Background: an optimization exercise with open tools, aiming at a short achievable clock period, few clock cycles per item and low power. Do not read the settings as production practice.
The RTL was checked by simulation tests, not by an equivalence proof against the original design.
Power and IR drop assume default switching activity.

==> cedar <==
## backend_top
module backend_top (
  input  logic        clk_i,
  input  logic        rst_ni,
  input  logic        fetch_valid_i,
  output logic        fetch_ready_o,
  input  logic [31:0] fetch_instr_i,
  output logic        commit_valid_o,
  output logic [37:0] commit_o
);
export LEC_CHECK = 0
export CAP_MARGIN = 20
export CORE_MARGIN = 2
export CORE_UTILIZATION = 55
export CTS_BUF_LIST = sky130_fd_sc_hd__clkbuf_16
export CTS_CLUSTER_DIAMETER = 100
export CTS_CLUSTER_SIZE = 25
export PLACE_DENSITY = 0.7
export SLEW_MARGIN = 20
create_clock -name core_clock -period 12.0 [get_ports {clk_i}]
standard.sh (not shown) runs the stock make flow with config.mk's settings and CLKGATE_MAP_FILE= SYNTH_SCRIPT=/design/flow/synth_recipe.tcl, a recipe that flattens the netlist after the stock synthesis.
==> flow/flow/run.sh <==
#!/bin/bash
set -e
export SETUP_SLACK_MARGIN=8.4
export BUFFER_PORTS_ARGS="-buffer_cell sky130_fd_sc_hd__buf_4"
bash standard.sh > standard_flow.log 2>&1
==> harbor: changes against cedar <==
--- a/flow/design.v
+++ b/flow/design.v
@@ -84,118 +84,90 @@
   input  logic                       we_i,
   input  logic [5-1:0] waddr_i,
   input  logic [32-1:0]   wdata_i
 );
   logic [32-1:1][32-1:0] regs_q;
   logic [32-1:0][32-1:0] regs_all;
   for (genvar r = 1; r < 32; r++) begin : g_reg
+    logic sel;
+    assign sel = we_i && waddr_i == r;
     always_ff @(posedge clk_i) begin
-      if (we_i && waddr_i == r) begin
-        regs_q[r] <= wdata_i;
-      end
+      regs_q[r] <= ({32{sel}} & wdata_i) | ({32{!sel}} & regs_q[r]);
     end
   end
   assign regs_all  = {regs_q, {32{1'b0}}};
   assign rdata_a_o = regs_all[raddr_a_i];
   assign rdata_b_o = regs_all[raddr_b_i];
 endmodule
 `default_nettype wire
 `default_nettype none
 module backend_multiplier (
+  input  logic                     enable_i,
   input  logic [32-1:0] operand_a_i,
-  input  logic [32/2-1:0] one_i,
-  input  logic [32/2-1:0] two_i,
-  input  logic [32/2-1:0] neg_i,
+  input  logic [32-1:0] operand_b_i,
   output logic [32-1:0] row0_o,
   output logic [32-1:0] row1_o,
   output logic [32-1:0] row2_o,
-  output logic [32-1:0] row3_o,
-  output logic [1:0]               top_o
+  output logic [32-1:0] row3_o
 );
   localparam int W = 32;
-  localparam int L = W - 1;   
-  function automatic [L-1:0] csa_s(input [L-1:0] x, input [L-1:0] y, input [L-1:0] z);
+  function automatic [W-1:0] csa_s(input [W-1:0] x, input [W-1:0] y, input [W-1:0] z);
     csa_s = x ^ y ^ z;
   endfunction
-  function automatic [L-1:0] csa_c(input [L-1:0] x, input [L-1:0] y, input [L-1:0] z);
+  function automatic [W-1:0] csa_c(input [W-1:0] x, input [W-1:0] y, input [W-1:0] z);
     csa_c = ((x & y) | (x & z) | (y & z)) << 1;
   endfunction
-  function automatic csa_o(input [L-1:0] x, input [L-1:0] y, input [L-1:0] z);
-    csa_o = (x[L-1] & y[L-1]) | (x[L-1] & z[L-1]) | (y[L-1] & z[L-1]);
-  endfunction
   logic [16:0][W-1:0] pp;
-  logic [11:0][L-1:0] l1;
-  logic [7:0][L-1:0]  l2;
-  logic [5:0][L-1:0]  l3;
-  logic [3:0][L-1:0]  l4;
-  logic [4:0]         o1;
-  logic [3:0]         o2;
-  logic [1:0]         o3;
-  logic [1:0]         o4;
+  logic [11:0][W-1:0] l1;
+  logic [7:0][W-1:0]  l2;
+  logic [5:0][W-1:0]  l3;
+  logic [3:0][W-1:0]  l4;
+  logic [W:0]         b_ext;
   logic [W-1:0]       negs;
-  logic [16:0]        pp_top;
+  assign b_ext = {operand_b_i, 1'b0};
   for (genvar j = 0; j < W / 2; j++) begin : g_pp
+    logic [2:0]   bits;
+    logic         one;
+    logic         two;
+    logic         neg;
     logic [W-1:0] m;
-    assign m       = ({W{one_i[j]}} & operand_a_i) | ({W{two_i[j]}} & (operand_a_i << 1));
-    assign pp[j]   = (m ^ {W{neg_i[j]}}) << (2 * j);
-    assign negs[2*j]   = neg_i[j];
+    assign bits    = b_ext[2*j+2:2*j];
+    assign one     = enable_i && (bits[1] ^ bits[0]);
+    assign two     = enable_i && ((bits == 3'b100) || (bits == 3'b011));
+    assign neg     = enable_i && bits[2];
+    assign m       = ({W{one}} & operand_a_i) | ({W{two}} & (operand_a_i << 1));
+    assign pp[j]   = (m ^ {W{neg}}) << (2 * j);
+    assign negs[2*j]   = neg;
     assign negs[2*j+1] = 1'b0;
   end
   assign pp[16] = negs;
-  for (genvar j = 0; j < 17; j++) begin : g_top
-    assign pp_top[j] = pp[j][W-1];
-  end
   for (genvar g = 0; g < 5; g++) begin : g_l1
-    assign l1[2*g]   = csa_s(pp[3*g][L-1:0], pp[3*g+1][L-1:0], pp[3*g+2][L-1:0]);
-    assign l1[2*g+1] = csa_c(pp[3*g][L-1:0], pp[3*g+1][L-1:0], pp[3*g+2][L-1:0]);
-    assign o1[g]     = csa_o(pp[3*g][L-1:0], pp[3*g+1][L-1:0], pp[3*g+2][L-1:0]);
+    assign l1[2*g]   = csa_s(pp[3*g], pp[3*g+1], pp[3*g+2]);
+    assign l1[2*g+1] = csa_c(pp[3*g], pp[3*g+1], pp[3*g+2]);
   end
-  assign l1[10] = pp[15][L-1:0];
-  assign l1[11] = pp[16][L-1:0];
+  assign l1[10] = pp[15];
+  assign l1[11] = pp[16];
   for (genvar g = 0; g < 4; g++) begin : g_l2
     assign l2[2*g]   = csa_s(l1[3*g], l1[3*g+1], l1[3*g+2]);
     assign l2[2*g+1] = csa_c(l1[3*g], l1[3*g+1], l1[3*g+2]);
-    assign o2[g]     = csa_o(l1[3*g], l1[3*g+1], l1[3*g+2]);
   end
   for (genvar g = 0; g < 2; g++) begin : g_l3
     assign l3[2*g]   = csa_s(l2[3*g], l2[3*g+1], l2[3*g+2]);
     assign l3[2*g+1] = csa_c(l2[3*g], l2[3*g+1], l2[3*g+2]);
-    assign o3[g]     = csa_o(l2[3*g], l2[3*g+1], l2[3*g+2]);
   end
   assign l3[4] = l2[6];
   assign l3[5] = l2[7];
   for (genvar g = 0; g < 2; g++) begin : g_l4
     assign l4[2*g]   = csa_s(l3[3*g], l3[3*g+1], l3[3*g+2]);
     assign l4[2*g+1] = csa_c(l3[3*g], l3[3*g+1], l3[3*g+2]);
-    assign o4[g]     = csa_o(l3[3*g], l3[3*g+1], l3[3*g+2]);
-  end
-  assign row0_o = {^{pp_top, o1}, l4[0]};
-  assign row1_o = {o4[0], l4[1]};
-  assign row2_o = {o4[1], l4[2]};
-  assign row3_o = {o3[0], l4[3]};
-  assign top_o  = {o3[1], ^o2};
-endmodule
-`default_nettype wire
-`default_nettype none
-module backend_booth_encoder (
-  input  logic                       enable_i,
-  input  logic [32-1:0]   b_i,
-  output logic [32/2-1:0] one_o,
-  output logic [32/2-1:0] two_o,
-  output logic [32/2-1:0] neg_o
-);
-  logic [32:0] b_ext;
-  assign b_ext = {b_i, 1'b0};
-  for (genvar j = 0; j < 32 / 2; j++) begin : g_digit
-    logic [2:0] bits;
-    assign bits     = b_ext[2*j+2:2*j];
-    assign one_o[j] = enable_i && (bits[1] ^ bits[0]);
-    assign two_o[j] = enable_i && ((bits == 3'b100) || (bits == 3'b011));
-    assign neg_o[j] = enable_i && bits[2];
   end
+  assign row0_o = l4[0];
+  assign row1_o = l4[1];
+  assign row2_o = l4[2];
+  assign row3_o = l4[3];
 endmodule
 `default_nettype wire
 `default_nettype none
 module backend_issue (
   input  logic                       clk_i,
   input  logic                       rst_ni,
   input  logic                       fetch_valid_i,
@@ -206,36 +178,36 @@
   input  logic [5-1:0] id_rd_i,
   input  logic                       id_is_mul_i,
   output logic                       valid_o,
   output logic [31:0]                instr_o
 );
   logic        hv_q;
   logic [31:0] h_q;
-  logic        busy_q;     
+  logic        ready_q;
   logic        h_load;
   logic        next_stalls;
   backend_pkg::decoded_instr_t next;
   backend_decoder next_decoder_inst (
     .instr_i   (fetch_instr_i),
     .decoded_o (next)
   );
   assign next_stalls = id_wr_i && (id_is_mul_i || next.is_mul) &&
                        ((next.use_rs1 && next.rs1 == id_rd_i) ||
                         (next.use_rs2 && next.rs2 == id_rd_i));
-  assign fetch_ready_o = !busy_q;
+  assign fetch_ready_o = ready_q;
   assign h_load        = !hv_q || issue_i;
   always_ff @(posedge clk_i or negedge rst_ni) begin
     if (!rst_ni) begin
       hv_q    <= 1'b0;
-      busy_q  <= 1'b0;
+      ready_q <= 1'b1;
     end else begin
       if (h_load) begin
-        hv_q <= fetch_valid_i && !busy_q;
+        hv_q <= fetch_valid_i && ready_q;
       end
-      busy_q  <= issue_i && fetch_valid_i && next_stalls;
+      ready_q <= !(issue_i && fetch_valid_i && next_stalls);
     end
   end
   always_ff @(posedge clk_i) begin
     if (h_load) begin
       h_q <= fetch_instr_i;
     end
   end
@@ -251,38 +223,35 @@
   input  logic [5-1:0] rd_i,
   input  logic                       use_rd_i,
   input  logic                       wr_i,
   input  logic [32-1:0]   row0_i,
   input  logic [32-1:0]   row1_i,
   input  logic [32-1:0]   row2_i,
   input  logic [32-1:0]   row3_i,
-  input  logic [1:0]                 top_i,      
   output logic [32-1:0]   result_o,
   output logic                       valid_o,
   output logic                       wr_o,
   output logic [5-1:0] rd_o,
   output logic [32-1:0]   data_o,
   output logic                       commit_valid_o,
   output backend_pkg::commit_t       commit_o
 );
-  logic [32-1:0] row0;
   logic [32-1:0] s1;
   logic [32-1:0] c1;
   logic [32-1:0] s;
   logic [32-1:0] c;
   logic                     cv_q;
   logic                     wr_q;
   logic                     use_rd_q;
   logic [5-1:0] rd_q;
   logic [32-1:0] data_q;
-  assign row0 = {row0_i[32-1] ^ top_i[1] ^ top_i[0], row0_i[32-2:0]};
-  assign s1   = row1_i ^ row2_i ^ row3_i;
-  assign c1   = ((row1_i & row2_i) | (row1_i & row3_i) | (row2_i & row3_i)) << 1;
-  assign s    = row0 ^ s1 ^ c1;
-  assign c    = ((row0 & s1) | (row0 & c1) | (s1 & c1)) << 1;
+  assign s1 = row1_i ^ row2_i ^ row3_i;
+  assign c1 = ((row1_i & row2_i) | (row1_i & row3_i) | (row2_i & row3_i)) << 1;
+  assign s  = row0_i ^ s1 ^ c1;
+  assign c  = ((row0_i & s1) | (row0_i & c1) | (s1 & c1)) << 1;
   always_ff @(posedge clk_i or negedge rst_ni) begin
     if (!rst_ni) begin
       cv_q <= 1'b0;
     end else begin
       cv_q <= valid_i;
     end
   end
@@ -362,45 +331,29 @@
   logic          ex_sel_sum_q;
   logic          ex_sub_q;
   logic          ex_sel_and_q;
   logic          ex_sel_or_q;
   logic          ex_sel_xor_q;
   logic [W-1:0]  ex_a_q;
   logic [W-1:0]  ex_b_q;
-  logic [W/2-1:0] ex_one_q;
-  logic [W/2-1:0] ex_two_q;
   logic          ex_a_fm_q;    
   logic          ex_b_fm_q;
   logic          mx_valid_q;
   logic          mx_wr_q;
   logic          mx_use_rd_q;
   logic [AW-1:0] mx_rd_q;
   logic [W-1:0]  mx_row0_q;
   logic [W-1:0]  mx_row1_q;
   logic [W-1:0]  mx_row2_q;
   logic [W-1:0]  mx_row3_q;
-  logic [1:0]    mx_top_q;
   logic [W-1:0]  mx_result;
   logic a_in_ex, a_in_mx, a_in_c;
   logic b_in_ex, b_in_mx, b_in_c;
   logic stall;
   logic issue;
-  logic [W-1:0] b_val;
-  logic [W/2-1:0] id_one;
-  logic [W/2-1:0] id_two;
-  logic [W/2-1:0] id_neg;       
-  logic [W/2-1:0] ex_neg;
-  assign b_val = b_in_mx ? mx_result : b_in_c ? c_data : rdata_b;
-  backend_booth_encoder booth_inst (
-    .enable_i (dec.is_mul),
-    .b_i      (b_val),
-    .one_o    (id_one),
-    .two_o    (id_two),
-    .neg_o    (id_neg)
-  );
   assign a_in_ex = ex_valid_q && ex_wr_q && ex_rd_q == dec.rs1;
   assign a_in_mx = mx_valid_q && mx_wr_q && mx_rd_q == dec.rs1;
   assign a_in_c  = c_valid    && c_wr    && c_rd    == dec.rs1;
   assign b_in_ex = ex_valid_q && ex_wr_q && ex_rd_q == dec.rs2;
   assign b_in_mx = mx_valid_q && mx_wr_q && mx_rd_q == dec.rs2;
   assign b_in_c  = c_valid    && c_wr    && c_rd    == dec.rs2;
   assign stall = (ex_is_mul_q || dec.is_mul) &&
@@ -422,55 +375,47 @@
     ex_sel_sum_q <= dec.sel_sum;
     ex_sub_q     <= dec.sub;
     ex_sel_and_q <= dec.sel_and;
     ex_sel_or_q  <= dec.sel_or;
     ex_sel_xor_q <= dec.sel_xor;
     ex_a_q       <= a_in_mx ? mx_result : a_in_c ? c_data : rdata_a;
     ex_a_fm_q    <= a_in_ex;
-    ex_one_q     <= id_one;
-    ex_two_q     <= id_two;
     if (dec.is_addi) begin
       ex_b_q    <= dec.imm;
       ex_b_fm_q <= 1'b0;
     end else begin
-      ex_b_q    <= b_val;
+      ex_b_q    <= b_in_mx ? mx_result : b_in_c ? c_data : rdata_b;
       ex_b_fm_q <= b_in_ex;
     end
   end
   logic [W-1:0] op_a;
   logic [W-1:0] op_b;
   logic [W-1:0] sum;
   logic [W:0]   sum_ext;
   logic [W-1:0] alu_result;
   logic [W-1:0] mul_row0;
   logic [W-1:0] mul_row1;
   logic [W-1:0] mul_row2;
   logic [W-1:0] mul_row3;
-  logic [1:0]   mul_top;
   assign op_a = ex_a_fm_q ? mx_row0_q : ex_a_q;
   assign op_b = ex_b_fm_q ? mx_row0_q : ex_b_q;
   assign sum_ext = {op_a, 1'b1} + {op_b ^ {W{ex_sub_q}}, ex_sub_q};
   assign sum     = sum_ext[W:1];
   assign alu_result = ({W{ex_sel_sum_q}} & sum)
                     | ({W{ex_sel_and_q}} & (op_a & op_b))
                     | ({W{ex_sel_or_q}}  & (op_a | op_b))
                     | ({W{ex_sel_xor_q}} & (op_a ^ op_b));
-  for (genvar j = 0; j < W / 2; j++) begin : g_neg
-    assign ex_neg[j] = ex_is_mul_q && ex_b_q[2*j+1];
-  end
   backend_multiplier multiplier_inst (
+    .enable_i    (ex_is_mul_q),
     .operand_a_i (ex_a_q),
-    .one_i       (ex_one_q),
-    .two_i       (ex_two_q),
-    .neg_i       (ex_neg),
+    .operand_b_i (ex_b_q),
     .row0_o      (mul_row0),
     .row1_o      (mul_row1),
     .row2_o      (mul_row2),
-    .row3_o      (mul_row3),
-    .top_o       (mul_top)
+    .row3_o      (mul_row3)
   );
   always_ff @(posedge clk_i or negedge rst_ni) begin
     if (!rst_ni) begin
       mx_valid_q <= 1'b0;
     end else begin
       mx_valid_q <= ex_valid_q;
     end
@@ -479,28 +424,26 @@
     mx_wr_q     <= ex_wr_q;
     mx_use_rd_q <= ex_use_rd_q;
     mx_rd_q     <= ex_rd_q;
     mx_row0_q   <= mul_row0 | alu_result;
     mx_row1_q   <= mul_row1;
     mx_row2_q   <= mul_row2;
     mx_row3_q   <= mul_row3;
-    mx_top_q    <= mul_top;
   end
   backend_commit commit_inst (
     .clk_i          (clk_i),
     .rst_ni         (rst_ni),
     .valid_i        (mx_valid_q),
     .rd_i           (mx_rd_q),
     .use_rd_i       (mx_use_rd_q),
     .wr_i           (mx_wr_q),
     .row0_i         (mx_row0_q),
     .row1_i         (mx_row1_q),
     .row2_i         (mx_row2_q),
     .row3_i         (mx_row3_q),
-    .top_i          (mx_top_q),
     .result_o       (mx_result),
     .valid_o        (c_valid),
     .wr_o           (c_wr),
     .rd_o           (c_rd),
     .data_o         (c_data),
     .commit_valid_o (commit_valid_o),
     .commit_o       (commit_s)
Settings changed: CORE_UTILIZATION 55 to 60, PLACE_DENSITY 0.7 to 0.72.
==> tundra: changes against cedar <==
--- a/flow/design.v
+++ b/flow/design.v
@@ -364,14 +364,15 @@
   logic          ex_sel_and_q;
   logic          ex_sel_or_q;
   logic          ex_sel_xor_q;
   logic [W-1:0]  ex_a_q;
   logic [W-1:0]  ex_b_q;
   logic [W/2-1:0] ex_one_q;
   logic [W/2-1:0] ex_two_q;
+  logic [W/2-1:0] ex_neg_q;
   logic          ex_a_fm_q;    
   logic          ex_b_fm_q;
   logic          mx_valid_q;
   logic          mx_wr_q;
   logic          mx_use_rd_q;
   logic [AW-1:0] mx_rd_q;
   logic [W-1:0]  mx_row0_q;
@@ -383,16 +384,15 @@
   logic a_in_ex, a_in_mx, a_in_c;
   logic b_in_ex, b_in_mx, b_in_c;
   logic stall;
   logic issue;
   logic [W-1:0] b_val;
   logic [W/2-1:0] id_one;
   logic [W/2-1:0] id_two;
-  logic [W/2-1:0] id_neg;       
-  logic [W/2-1:0] ex_neg;
+  logic [W/2-1:0] id_neg;
   assign b_val = b_in_mx ? mx_result : b_in_c ? c_data : rdata_b;
   backend_booth_encoder booth_inst (
     .enable_i (dec.is_mul),
     .b_i      (b_val),
     .one_o    (id_one),
     .two_o    (id_two),
     .neg_o    (id_neg)
@@ -424,14 +424,15 @@
     ex_sel_and_q <= dec.sel_and;
     ex_sel_or_q  <= dec.sel_or;
     ex_sel_xor_q <= dec.sel_xor;
     ex_a_q       <= a_in_mx ? mx_result : a_in_c ? c_data : rdata_a;
     ex_a_fm_q    <= a_in_ex;
     ex_one_q     <= id_one;
     ex_two_q     <= id_two;
+    ex_neg_q     <= id_neg;
     if (dec.is_addi) begin
       ex_b_q    <= dec.imm;
       ex_b_fm_q <= 1'b0;
     end else begin
       ex_b_q    <= b_val;
       ex_b_fm_q <= b_in_ex;
     end
@@ -450,22 +451,19 @@
   assign op_b = ex_b_fm_q ? mx_row0_q : ex_b_q;
   assign sum_ext = {op_a, 1'b1} + {op_b ^ {W{ex_sub_q}}, ex_sub_q};
   assign sum     = sum_ext[W:1];
   assign alu_result = ({W{ex_sel_sum_q}} & sum)
                     | ({W{ex_sel_and_q}} & (op_a & op_b))
                     | ({W{ex_sel_or_q}}  & (op_a | op_b))
                     | ({W{ex_sel_xor_q}} & (op_a ^ op_b));
-  for (genvar j = 0; j < W / 2; j++) begin : g_neg
-    assign ex_neg[j] = ex_is_mul_q && ex_b_q[2*j+1];
-  end
   backend_multiplier multiplier_inst (
     .operand_a_i (ex_a_q),
     .one_i       (ex_one_q),
     .two_i       (ex_two_q),
-    .neg_i       (ex_neg),
+    .neg_i       (ex_neg_q),
     .row0_o      (mul_row0),
     .row1_o      (mul_row1),
     .row2_o      (mul_row2),
     .row3_o      (mul_row3),
     .top_o       (mul_top)
   );
   always_ff @(posedge clk_i or negedge rst_ni) begin
Settings changed: CORE_UTILIZATION 55 to 40, PLACE_DENSITY 0.7 to not set.
==> run summary <==
* Final #Nets at 5591
* Post-Synth Simple-Gate Area at 2.96%
* Cells after synthesis at 4883
* Hold Path Sink: commit_inst.use_rd_q$_DFF_P_
* Status: no timing/DRC/antenna violations
* Leading cell kind: flip-flops and latches
* Vias in the first global route at 47700
* Layout Cells excl Fill at 7551
* Post-layout minimum cycle time at 3.79 ns
* Worst r2r dst: ex_two_q[15]$_DFF_P_
* Clock share of power at 34.0%
* Clock-cell share of area at 2.47%
* Met2 Use GR at 43.3%
Source of the figures above: tundra

==> run summary <==
* Status: no timing/DRC/antenna violations
* Setup slack, reg-to-reg at 7.53 ns
* Class of the most critical setup path: flop to flop
* Clock-cell share of area at 2.23%
* Final #Nets at 5552
* Post-route ant nets at 0
* Clk slew on worst S/H paths at 0.10 ns
* Layout Cells excl Fill at 6688
* Hold Path Sink: mx_use_rd_q$_DFF_P_
* Cells after synthesis at 4940
* Critical-path maximum fanout at 15
* Clock share of power at 32.3%
* Vias in the first global route at 47800
* Fillers at 7646
* Post-layout minimum cycle time at 4.47 ns
* Initial antenna violation count at 5
* Tightest Hold Check Type: flop to flop
* Post-Synth Simple-Gate Area at 3.84%
* Leading cell kind: multi-input gates
* Met2 Use GR at 58.4%
Source of the figures above: harbor

==> run summary <==
* Leading cell kind: flip-flops and latches
* Met2 Use GR at 54.2%
* Worst r2r dst: ex_two_q[14]$_DFF_P_
* Cells after synthesis at 4836
* Vias in the first global route at 47500
* Clock share of power at 32.0%
* Layer with the highest usage: met2
* Final #Nets at 5487
* Post-Synth Simple-Gate Area at 2.81%
* Status: no timing/DRC/antenna violations
* Hold Path Sink: mx_use_rd_q$_DFF_P_
Source of the figures above: cedar

Testbench counts of cedar, summed over its fixed seeds: cycles 25,512, instructions 24,248.
Testbench counts of harbor, summed over its fixed seeds: cycles 25,512, instructions 24,248.
Testbench counts of tundra, summed over its fixed seeds: cycles 25,512, instructions 24,248.

port drivers added, routing unchanged:
No port has a modelled driver above. Below, the same layouts with a new extraction and two added sets of constraints.
Step 1 assumes that a clkbuf_16 drives the clock port and a buf_2 every other input.
Step 2, shift: input delay + t, output delay - t, t = (earliest + latest rising clock arrival at the registers) / 2. This alone moves slack from input paths to output paths.
a / b / c = ideal / step 1 / step 2; a / b = the first two.
run	t, ns	setup WS [ns]	slew at the worst register clock pin (ns)
cedar	0.798	8.141 / 8.123 / 7.811	0.11 / 0.11
harbor	0.819	7.526 / 7.526 / 7.526	0.11 / 0.11
tundra	0.790	8.212 / 8.157 / 7.843	0.11 / 0.11
After both steps setup and hold are still met in every run listed. The setup slack of tundra, which loses most, moves by -0.055 ns with the drivers and by -0.369 ns with both steps.
